This is an optimization exercise on Yosys and OpenROAD, whose aim is small area and a short achievable clock period, not a production implementation.
At most, simulation tests tie the RTL to the original design; equivalence was not proved.
Power and IR drop assume default switching activity.

Setup of oak:
## pixel_engine
module pixel_engine (
    input  logic                         pixel_clk,
    input  logic                         reset,
    input  pixel_engine_pkg::coord_t     draw_x,
    input  pixel_engine_pkg::coord_t     draw_y,
    input  logic                         video_on,
    input  pixel_engine_pkg::text_cell_t char_code,
    input  logic [7:0]                   font_row,
    input  logic                         psel,
    input  logic                         penable,
    input  logic                         pwrite,
    input  logic [8-1:0]       paddr,
    input  logic [32-1:0]       pwdata,
    output logic [32-1:0]       prdata,
    output logic                         pready,
    output logic                         pslverr,
    output pixel_engine_pkg::rgb_t       rgb
);
    logic [8*32-1:0] palette;
    logic [16*25-1:0] object_table;
    logic [16-1:0]    hit;
    sprite_regs u_regs (
        .pixel_clk    (pixel_clk),
        .reset        (reset),
        .psel         (psel),
        .penable      (penable),
        .pwrite       (pwrite),
        .paddr        (paddr),
        .pwdata       (pwdata),
        .prdata       (prdata),
        .pready       (pready),
        .pslverr      (pslverr),
        .palette      (palette),
        .object_table (object_table)
    );
    pixel_engine_pkg::coord_t ndraw_x, ndraw_y;
    assign ndraw_x = ~draw_x;
    assign ndraw_y = ~draw_y;
    for (genvar i = 0; i < 16; i++) begin : g_obj
        object_hit u_hit (
            .entry  (object_table[i*25 +: 25]),
            .ndraw_x(ndraw_x),
            .ndraw_y(ndraw_y),
            .hit    (hit[i])
        );
    end
  ...
For scale: about 2800 cells after synthesis, roughly 690 flip-flops, ~150 I/O pins, roughly 37000 um^2 of cells after synthesis.
==> module layer_compositor, before the edit <==
module layer_compositor (
    input  logic                                                pixel_clk,
    input  logic                                                reset,
    input  logic [16-1:0]                             hit,
    input  logic [16*25-1:0]                          object_table,
    input  logic [8*32-1:0]                          palette,    
    input  pixel_engine_pkg::coord_t                            draw_x,
    input  pixel_engine_pkg::coord_t                            draw_y,
    input  logic                                                video_on,
    input  pixel_engine_pkg::text_cell_t                        char_code,
    input  logic [7:0]                                          font_row,
    output pixel_engine_pkg::rgb_t                              rgb
);
    localparam logic [1:0] K_BLACK  = 2'd0;
    localparam logic [1:0] K_BULLET = 2'd1;
    localparam logic [1:0] K_MORTAR = 2'd2;
    localparam logic [1:0] K_BRICK  = 2'd3;
    logic        font_bit;
    logic        obj_on;
    logic        obj_bullet;
    logic [2:0]  obj_idx;
    logic        s1_video_on;
    logic        s1_text_on;
    logic [3:0]  s1_text;     
    logic        s1_obj_on;
    logic        s1_obj_bullet;
    logic [2:0]  s1_obj_idx;
    logic        s1_mortar;
    logic [4:0]  code_next;
    logic [4:0]  s2_code;
    logic [11:0] colour;      
    logic        dup;         
    logic [11:0] q_colour;
    logic        q_dup;
    assign font_bit = font_row[3'd7 - draw_x[2:0]] ^ char_code[15];
    always_comb begin
        obj_on     = 1'b0;
        obj_bullet = 1'b0;
        obj_idx    = '0;
        for (int i = 16 - 1; i >= 0; i--) begin
            if (hit[i]) begin
                obj_on     = 1'b1;
                obj_bullet = object_table[i*25 + 1];
                obj_idx    = object_table[i*25 + 22 +: 3];
            end
        end
    end
    always_ff @(posedge pixel_clk) begin
        if (reset) begin
            s1_video_on <= 1'b0;
        end else begin
            s1_video_on <= video_on;
        end
    end
    always_ff @(posedge pixel_clk) begin
        s1_text_on    <= char_code != '0;
        s1_text       <= font_bit ? char_code[7:4] : char_code[3:0];
        s1_obj_on     <= obj_on;
        s1_obj_bullet <= obj_bullet;
        s1_obj_idx    <= obj_idx;
        s1_mortar     <= draw_x[4:0] == 5'd0 || draw_y[3:0] == 4'd0;
    end
    always_comb begin
        if (!s1_video_on) begin
            code_next = {3'b000, K_BLACK};
        end else if (s1_text_on) begin
            code_next = {1'b1, s1_text};
        end else if (s1_obj_on) begin
            code_next = s1_obj_bullet ? {3'b000, K_BULLET} : {1'b1, s1_obj_idx, 1'b0};
        end else if (s1_mortar) begin
            code_next = {3'b000, K_MORTAR};
        end else begin
            code_next = {3'b000, K_BRICK};
        end
    end
    always_ff @(posedge pixel_clk) begin
        if (reset) begin
            s2_code <= '0;
        end else begin
            s2_code <= code_next;
        end
    end
    always_comb begin
        colour = 12'h000;
        for (int k = 0; k < 2 * 8; k++) begin
            if (s2_code == {1'b1, 4'(k)}) begin
                colour = colour | palette[(k >> 1)*32 + (k & 1)*16 +: 12];
            end
        end
        case (s2_code)
            {3'b000, K_BULLET}: colour = colour | 12'hf50;
            {3'b000, K_MORTAR}: colour = colour | 12'h888;
            {3'b000, K_BRICK}:  colour = colour | 12'ha32;
            default:            colour = colour;
        endcase
        dup = s2_code[4] || s2_code[1:0] == K_BULLET;
    end
    always_ff @(posedge pixel_clk) begin
        if (reset) begin
            q_colour <= '0;
            q_dup    <= 1'b0;
        end else begin
            q_colour <= colour;
            q_dup    <= dup;
        end
    end
    assign rgb = {q_colour[11:8], q_colour[11:8] & {4{q_dup}},
                  q_colour[7:4],  q_colour[7:4]  & {4{q_dup}},
                  q_colour[3:0],  q_colour[3:0]  & {4{q_dup}}};
endmodule
make LEC_CHECK=0 CAP_MARGIN=20 CORE_MARGIN=2 CORE_UTILIZATION=40 CTS_CLUSTER_DIAMETER=100 CTS_CLUSTER_SIZE=24 SETUP_SLACK_MARGIN=3.8 SLEW_MARGIN=20 TNS_END_PERCENT=100 finish   # period 10.0 ns
run.sh (not shown) runs the stock make flow with config.mk's settings and CLKGATE_MAP_FILE= SYNTH_SCRIPT=/design/flow/synth_recipe.tcl, a recipe that flattens the netlist after the stock synthesis.
oak: all stages complete, timing, DRC and antenna checks passed
Modified inputs, pine compared to oak
-- flow/design.v --
<<< oak, line 197
    logic        q_dup;
    assign font_bit = font_row[3'd7 - draw_x[2:0]] ^ char_code[15];
    always_comb begin
        obj_on     = 1'b0;
        obj_bullet = 1'b0;
        obj_idx    = '0;
        for (int i = 16 - 1; i >= 0; i--) begin
            if (hit[i]) begin
                obj_on     = 1'b1;
                obj_bullet = object_table[i*25 + 1];
                obj_idx    = object_table[i*25 + 22 +: 3];
            end
        end
    end
    always_ff @(posedge pixel_clk) begin
        if (reset) begin
>>> pine, line 197
    logic        q_dup;
    assign font_bit = font_row[3'd7 - draw_x[2:0]] ^ char_code[15];
    logic [3:0] node_info [0:2*16-2];   
    logic       node_on   [0:2*16-2];
    for (genvar i = 0; i < 16; i++) begin : g_leaf
        assign node_on[16-1+i]   = hit[i];
        assign node_info[16-1+i] = {object_table[i*25 + 1], object_table[i*25 + 22 +: 3]};
    end
    for (genvar n = 16-2; n >= 0; n--) begin : g_node
        assign node_on[n]   = node_on[2*n+1] || node_on[2*n+2];
        assign node_info[n] = node_on[2*n+1] ? node_info[2*n+1] : node_info[2*n+2];
    end
    assign obj_on     = node_on[0];
    assign obj_bullet = node_info[0][3];
    assign obj_idx    = node_info[0][2:0];
    always_ff @(posedge pixel_clk) begin
        if (reset) begin
Findings:
Maximum number of pins on one net before global-route repair in pine is about 14% lower than in oak
Reported for oak and pine, number of clock sinks turned out identical to the last digit.
Of oak and pine, pine shows the lower layout buffer count excluding clock buffers, with oak above it.
pine vs oak — post-synth design cell area climbed slightly
Between oak and pine, the difference in area occupied by multi-input gates is negligible.
[compare] base=oak new=pine: number of violations of the max-capacitance limit neither gained nor lost much; number of pins with negative max-slew slack in the final report ~0 delta; post-route cell area saw a decrease; actual transition at the worst max-transition pin went down 0.012 ns; part of the total power dissipated in sequential elements went down by 1.3 points.
Against oak, pine comes in 0.025 ns lower on worst hold slack.
Via count: pine > oak
For oak, only the layout was checked, not whether the RTL still works.

exp/lagoon:
The RTL this note starts from:
==> flow/design.v <==
package pixel_engine_pkg;
    typedef logic [10-1:0] coord_t;
    typedef logic [2:0] pal_idx_t;
    typedef struct packed {
        logic [3:0] red;
        logic [3:0] green;
        logic [3:0] blue;
    } rgb444_t;
    typedef struct packed {
        logic [3:0] rsvd_b;
        rgb444_t    colour_b;
        logic [3:0] rsvd_a;
        rgb444_t    colour_a;
    } palette_entry_t;
    typedef enum logic {
        KIND_WALL   = 1'b0,
        KIND_BULLET = 1'b1
    } object_kind_t;
    typedef struct packed {
        logic [6:0]   reserved;   
        pal_idx_t     pal_idx;    
        coord_t       y;
        coord_t       x;
        object_kind_t kind;
        logic         valid;
    } object_entry_t;
    typedef struct packed {
        logic       invert;
        logic [6:0] reserved;
        pal_idx_t   fg_idx;
        logic       fg_sel;
        pal_idx_t   bg_idx;
        logic       bg_sel;
    } text_cell_t;
    typedef struct packed {
        logic [7:0] red;
        logic [7:0] green;
        logic [7:0] blue;
    } rgb_t;
    function automatic rgb_t widen(rgb444_t c);
        widen = {c.red, c.red, c.green, c.green, c.blue, c.blue};
    endfunction
endpackage
`timescale 1ns/1ns
module sprite_regs (
    input  logic                           pixel_clk,
    input  logic                           reset,
    input  logic                           psel,
    input  logic                           penable,
    input  logic                           pwrite,
    input  logic [8-1:0]         paddr,
    input  logic [32-1:0]         pwdata,
    output logic [32-1:0]         prdata,
    output logic                           pready,
    output logic                           pslverr,
    output logic [8*32-1:0]     palette,        
    output logic [16*25-1:0]     object_table    
);
    logic        pal_sel;    
    logic        obj_sel;    
    logic        wr_en;
    logic [31:0] wdata;      
    assign pal_sel = paddr[7:5] == 3'b000;
    assign obj_sel = paddr[7:6] == 2'b01;
    assign wr_en   = psel && penable && pwrite;
    assign wdata   = reset ? 32'd0 : pwdata;
    for (genvar i = 0; i < 8; i++) begin : g_pal
        always_ff @(posedge pixel_clk) begin
            if (reset || (wr_en && pal_sel && paddr[4:2] == i)) begin
                palette[i*32 +: 32] <= wdata;
            end
        end
    end
    for (genvar j = 0; j < 16; j++) begin : g_obj
        always_ff @(posedge pixel_clk) begin
            if (reset || (wr_en && obj_sel && paddr[5:2] == j)) begin
                object_table[j*25 +: 25] <= wdata[24:0];
            end
        end
    end
    logic [8-1:0] pal_rd;
    logic [16-1:0] obj_rd;
    for (genvar i = 0; i < 8; i++) begin : g_pal_rd
        assign pal_rd[i] = pal_sel && paddr[4:2] == i;
    end
    for (genvar j = 0; j < 16; j++) begin : g_obj_rd
        assign obj_rd[j] = obj_sel && paddr[5:2] == j;
    end
    always_comb begin
        prdata = '0;
        for (int i = 0; i < 8; i++) begin
            prdata = prdata | (palette[i*32 +: 32] & {32{pal_rd[i]}});
        end
        for (int j = 0; j < 16; j++) begin
            prdata[24:0] = prdata[24:0] | (object_table[j*25 +: 25] & {25{obj_rd[j]}});
        end
    end
    assign pready  = 1'b1;
    assign pslverr = psel && penable && !(pal_sel || obj_sel);
endmodule
`timescale 1ns/1ns
module axis_test (
    input  logic [9:0] npos,    
    input  logic [9:0] org,     
    output logic       wall,    
    output logic       near,    
    output logic [1:0] cls      
);
    logic [9:0] pos;
    logic [4:0] dl;          
    logic [5:0] bl;          
    logic [4:0] e;           
    logic [5:0] ch;          
    logic       e0, e1, em1;
    logic       lo_small, lo_big;
    assign pos = ~npos;
    assign bl[0] = 1'b0;
    assign ch[0] = 1'b0;
    for (genvar i = 0; i < 5; i++) begin : g_bit
        assign dl[i]   = pos[i] ^ org[i] ^ bl[i];
        assign bl[i+1] = (~pos[i] & org[i]) | (~(pos[i] ^ org[i]) & bl[i]);
        assign e[i]    = npos[i+5] ^ org[i+5] ^ ch[i];
        assign ch[i+1] = (npos[i+5] & org[i+5]) | (npos[i+5] & ch[i]) | (org[i+5] & ch[i]);
    end
    assign e0  = e == 5'd31;
    assign e1  = e == 5'd30 && !ch[5];
    assign em1 = e == 5'd0  &&  ch[5];
    assign lo_small = dl[4:3] == 2'b00 && (!dl[2] || dl[1:0] == 2'b00);
    assign lo_big   = dl[4:3] == 2'b11 && dl[2];
    assign wall = bl[5] ? e1 : e0;
    assign near = (lo_small && wall) || (lo_big && (bl[5] ? e0 : em1));
    always_comb begin
        case (dl[2:0])
            3'b000:                         cls = 2'd0;
            3'b001, 3'b111, 3'b010, 3'b110: cls = 2'd1;
            3'b011, 3'b101:                 cls = 2'd2;
            default:                        cls = 2'd3;
        endcase
    end
endmodule
module object_hit (
    input  logic [24:0]                     entry,     
    input  pixel_engine_pkg::coord_t        ndraw_x,   
    input  pixel_engine_pkg::coord_t        ndraw_y,
    output logic                            hit
);
    logic       wx, wy, nx, ny;
    logic [1:0] cx, cy;
    logic       disc;
    axis_test u_x (.npos(ndraw_x), .org(entry[11:2]),  .wall(wx), .near(nx), .cls(cx));
    axis_test u_y (.npos(ndraw_y), .org(entry[21:12]), .wall(wy), .near(ny), .cls(cy));
    always_comb begin
        case ({cx, cy})
            4'b00_00, 4'b00_01, 4'b00_10, 4'b00_11,
            4'b01_00, 4'b01_01, 4'b01_10,
            4'b10_00, 4'b10_01,
            4'b11_00: disc = 1'b1;
            default:  disc = 1'b0;
        endcase
    end
    assign hit = entry[0] && (entry[1] ? (nx && ny && disc) : (wx && wy));
endmodule
`timescale 1ns/1ns
module layer_compositor (
    input  logic                                                pixel_clk,
    input  logic                                                reset,
    input  logic [16-1:0]                             hit,
    input  logic [16*25-1:0]                          object_table,
    input  logic [8*32-1:0]                          palette,    
    input  pixel_engine_pkg::coord_t                            draw_x,
    input  pixel_engine_pkg::coord_t                            draw_y,
    input  logic                                                video_on,
    input  pixel_engine_pkg::text_cell_t                        char_code,
    input  logic [7:0]                                          font_row,
    output pixel_engine_pkg::rgb_t                              rgb
);
    localparam logic [1:0] K_BLACK  = 2'd0;
    localparam logic [1:0] K_BULLET = 2'd1;
    localparam logic [1:0] K_MORTAR = 2'd2;
    localparam logic [1:0] K_BRICK  = 2'd3;
    logic        font_bit;
    logic        obj_on;
    logic        obj_bullet;
    logic [2:0]  obj_idx;
    logic        s1_video_on;
    logic        s1_text_on;
    logic [3:0]  s1_text;     
    logic        s1_obj_on;
    logic        s1_obj_bullet;
    logic [2:0]  s1_obj_idx;
    logic        s1_mortar;
    logic [4:0]  code_next;
    logic [4:0]  s2_code;
    logic [11:0] colour;      
    logic        dup;         
    logic [11:0] q_colour;
    logic        q_dup;
    assign font_bit = font_row[3'd7 - draw_x[2:0]] ^ char_code[15];
    logic [3:0] node_info [0:2*16-2];   
    logic       node_on   [0:2*16-2];
    for (genvar i = 0; i < 16; i++) begin : g_leaf
        assign node_on[16-1+i]   = hit[i];
        assign node_info[16-1+i] = {object_table[i*25 + 1], object_table[i*25 + 22 +: 3]};
    end
    for (genvar n = 16-2; n >= 0; n--) begin : g_node
        assign node_on[n]   = node_on[2*n+1] || node_on[2*n+2];
        assign node_info[n] = node_on[2*n+1] ? node_info[2*n+1] : node_info[2*n+2];
    end
    assign obj_on     = node_on[0];
    assign obj_bullet = node_info[0][3];
    assign obj_idx    = node_info[0][2:0];
    always_ff @(posedge pixel_clk) begin
        if (reset) begin
            s1_video_on <= 1'b0;
        end else begin
            s1_video_on <= video_on;
        end
    end
    always_ff @(posedge pixel_clk) begin
        s1_text_on    <= char_code != '0;
        s1_text       <= font_bit ? char_code[7:4] : char_code[3:0];
        s1_obj_on     <= obj_on;
        s1_obj_bullet <= obj_bullet;
        s1_obj_idx    <= obj_idx;
        s1_mortar     <= draw_x[4:0] == 5'd0 || draw_y[3:0] == 4'd0;
    end
    always_comb begin
        if (!s1_video_on) begin
            code_next = {3'b000, K_BLACK};
        end else if (s1_text_on) begin
            code_next = {1'b1, s1_text};
        end else if (s1_obj_on) begin
            code_next = s1_obj_bullet ? {3'b000, K_BULLET} : {1'b1, s1_obj_idx, 1'b0};
        end else if (s1_mortar) begin
            code_next = {3'b000, K_MORTAR};
        end else begin
            code_next = {3'b000, K_BRICK};
        end
    end
    always_ff @(posedge pixel_clk) begin
        if (reset) begin
            s2_code <= '0;
        end else begin
            s2_code <= code_next;
        end
    end
    always_comb begin
        colour = 12'h000;
        for (int k = 0; k < 2 * 8; k++) begin
            if (s2_code == {1'b1, 4'(k)}) begin
                colour = colour | palette[(k >> 1)*32 + (k & 1)*16 +: 12];
            end
        end
        case (s2_code)
            {3'b000, K_BULLET}: colour = colour | 12'hf50;
            {3'b000, K_MORTAR}: colour = colour | 12'h888;
            {3'b000, K_BRICK}:  colour = colour | 12'ha32;
            default:            colour = colour;
        endcase
        dup = s2_code[4] || s2_code[1:0] == K_BULLET;
    end
    always_ff @(posedge pixel_clk) begin
        if (reset) begin
            q_colour <= '0;
            q_dup    <= 1'b0;
        end else begin
            q_colour <= colour;
            q_dup    <= dup;
        end
    end
    assign rgb = {q_colour[11:8], q_colour[11:8] & {4{q_dup}},
                  q_colour[7:4],  q_colour[7:4]  & {4{q_dup}},
                  q_colour[3:0],  q_colour[3:0]  & {4{q_dup}}};
endmodule
`timescale 1ns/1ns
module pixel_engine (
    input  logic                         pixel_clk,
    input  logic                         reset,
    input  pixel_engine_pkg::coord_t     draw_x,
    input  pixel_engine_pkg::coord_t     draw_y,
    input  logic                         video_on,
    input  pixel_engine_pkg::text_cell_t char_code,
    input  logic [7:0]                   font_row,
    input  logic                         psel,
    input  logic                         penable,
    input  logic                         pwrite,
    input  logic [8-1:0]       paddr,
    input  logic [32-1:0]       pwdata,
    output logic [32-1:0]       prdata,
    output logic                         pready,
    output logic                         pslverr,
    output pixel_engine_pkg::rgb_t       rgb
);
    logic [8*32-1:0] palette;
    logic [16*25-1:0] object_table;
    logic [16-1:0]    hit;
    sprite_regs u_regs (
        .pixel_clk    (pixel_clk),
        .reset        (reset),
        .psel         (psel),
        .penable      (penable),
        .pwrite       (pwrite),
        .paddr        (paddr),
        .pwdata       (pwdata),
        .prdata       (prdata),
        .pready       (pready),
        .pslverr      (pslverr),
        .palette      (palette),
        .object_table (object_table)
    );
    pixel_engine_pkg::coord_t ndraw_x, ndraw_y;
    assign ndraw_x = ~draw_x;
    assign ndraw_y = ~draw_y;
    for (genvar i = 0; i < 16; i++) begin : g_obj
        object_hit u_hit (
            .entry  (object_table[i*25 +: 25]),
            .ndraw_x(ndraw_x),
            .ndraw_y(ndraw_y),
            .hit    (hit[i])
        );
    end
    layer_compositor u_comp (
        .pixel_clk    (pixel_clk),
        .reset        (reset),
        .hit          (hit),
        .object_table (object_table),
        .palette      (palette),
        .draw_x       (draw_x),
        .draw_y       (draw_y),
        .video_on     (video_on),
        .char_code    (char_code),
        .font_row     (font_row),
        .rgb          (rgb)
    );
endmodule
==> flow/config.mk <==
export PLATFORM = sky130hd
export DESIGN_NAME = pixel_engine
export DESIGN_NICKNAME = pixel_engine
export VERILOG_FILES = /design/flow/design.v
export SDC_FILE = /design/flow/constraint.sdc
export NUM_CORES = 4
export LEC_CHECK = 0
export CAP_MARGIN = 20
export CORE_MARGIN = 2
export CORE_UTILIZATION = 40
export SETUP_SLACK_MARGIN = 3.8
export SLEW_MARGIN = 20
export TNS_END_PERCENT = 100
==> flow/constraint.sdc <==
create_clock -name core_clock -period 10.0 [get_ports {pixel_clk}]
set_input_delay 2.0000 -clock core_clock [delete_from_list [all_inputs] [get_ports {pixel_clk}]]
set_output_delay 2.0000 -clock core_clock [all_outputs]
set_load 0.01 [all_outputs]
Inputs modified between exp/lagoon and exp/xenon:
--- a/flow/design.v
+++ b/flow/design.v
@@ -196,19 +196,18 @@
     logic [11:0] q_colour;
     logic        q_dup;
     assign font_bit = font_row[3'd7 - draw_x[2:0]] ^ char_code[15];
-    logic [3:0] node_info [0:2*16-2];   
-    logic       node_on   [0:2*16-2];
-    for (genvar i = 0; i < 16; i++) begin : g_leaf
-        assign node_on[16-1+i]   = hit[i];
-        assign node_info[16-1+i] = {object_table[i*25 + 1], object_table[i*25 + 22 +: 3]};
+    always_comb begin
+        obj_on     = 1'b0;
+        obj_bullet = 1'b0;
+        obj_idx    = '0;
+        for (int i = 16 - 1; i >= 0; i--) begin
+            if (hit[i]) begin
+                obj_on     = 1'b1;
+                obj_bullet = object_table[i*25 + 1];
+                obj_idx    = object_table[i*25 + 22 +: 3];
+            end
+        end
     end
-    for (genvar n = 16-2; n >= 0; n--) begin : g_node
-        assign node_on[n]   = node_on[2*n+1] || node_on[2*n+2];
-        assign node_info[n] = node_on[2*n+1] ? node_info[2*n+1] : node_info[2*n+2];
-    end
-    assign obj_on     = node_on[0];
-    assign obj_bullet = node_info[0][3];
-    assign obj_idx    = node_info[0][2:0];
     always_ff @(posedge pixel_clk) begin
         if (reset) begin
             s1_video_on <= 1'b0;
--- outcome ---
Compared with exp/lagoon, in exp/xenon count of clock-net buffers in the final layout went up by about 3%; total length of routed met3 wires went down by 3800 um.
| detail-routed via count per cell | exp/xenon vs exp/lagoon | ≈ equal |
Relative to exp/lagoon, combinational fraction of design power decreased by 0.5 points in exp/xenon.
Final standard cell count with taps included and fillers excluded: exp/xenon vs exp/lagoon down about 0.33%
Run comparison: exp/xenon origin of the worst setup path draw_y[5]; exp/lagoon origin of the worst setup path draw_y[0]
exp/xenon went all the way through synthesis, placement and routing and the layout is clean on timing, DRC and antenna.
The more densely filled core belongs to exp/xenon, not exp/lagoon.
Function not checked in exp/xenon: the RTL went through the layout flow alone.

==> port drivers added, routing unchanged <==
No port has a modelled driver above. Below, the same layouts with a new extraction and two added sets of constraints.
Step 1 assumes that a clkbuf_16 drives the clock port and a buf_2 every other input.
Step 2 times the ports against the registers' clock, not the clock port: input delays grow and output delays shrink by t, the midpoint of the rising clock arrivals with the driver on.
a / b / c = ideal ports / drivers / drivers and shift; a / b = the first two.
| run | t (ns) | slack for setup (ns) | worst setup path after step 2 | pins driven straight from the clock port |
|---|---|---|---|---|
| oak | 0.679 | 3.692 / 3.649 / 3.105 | input to register | 1 |
| pine | 0.685 | 3.815 / 3.799 / 3.175 | input to register | 1 |
| exp/lagoon | 0.724 | 3.801 / 3.784 / 3.122 | input to register | 1 |
| exp/xenon | 0.718 | 3.654 / 3.657 / 2.940 | input to register | 1 |
After both steps setup and hold are still met in every run listed. For exp/xenon, which loses most, drivers alone change the setup slack by +0.003 ns; drivers and shift together by -0.714 ns.
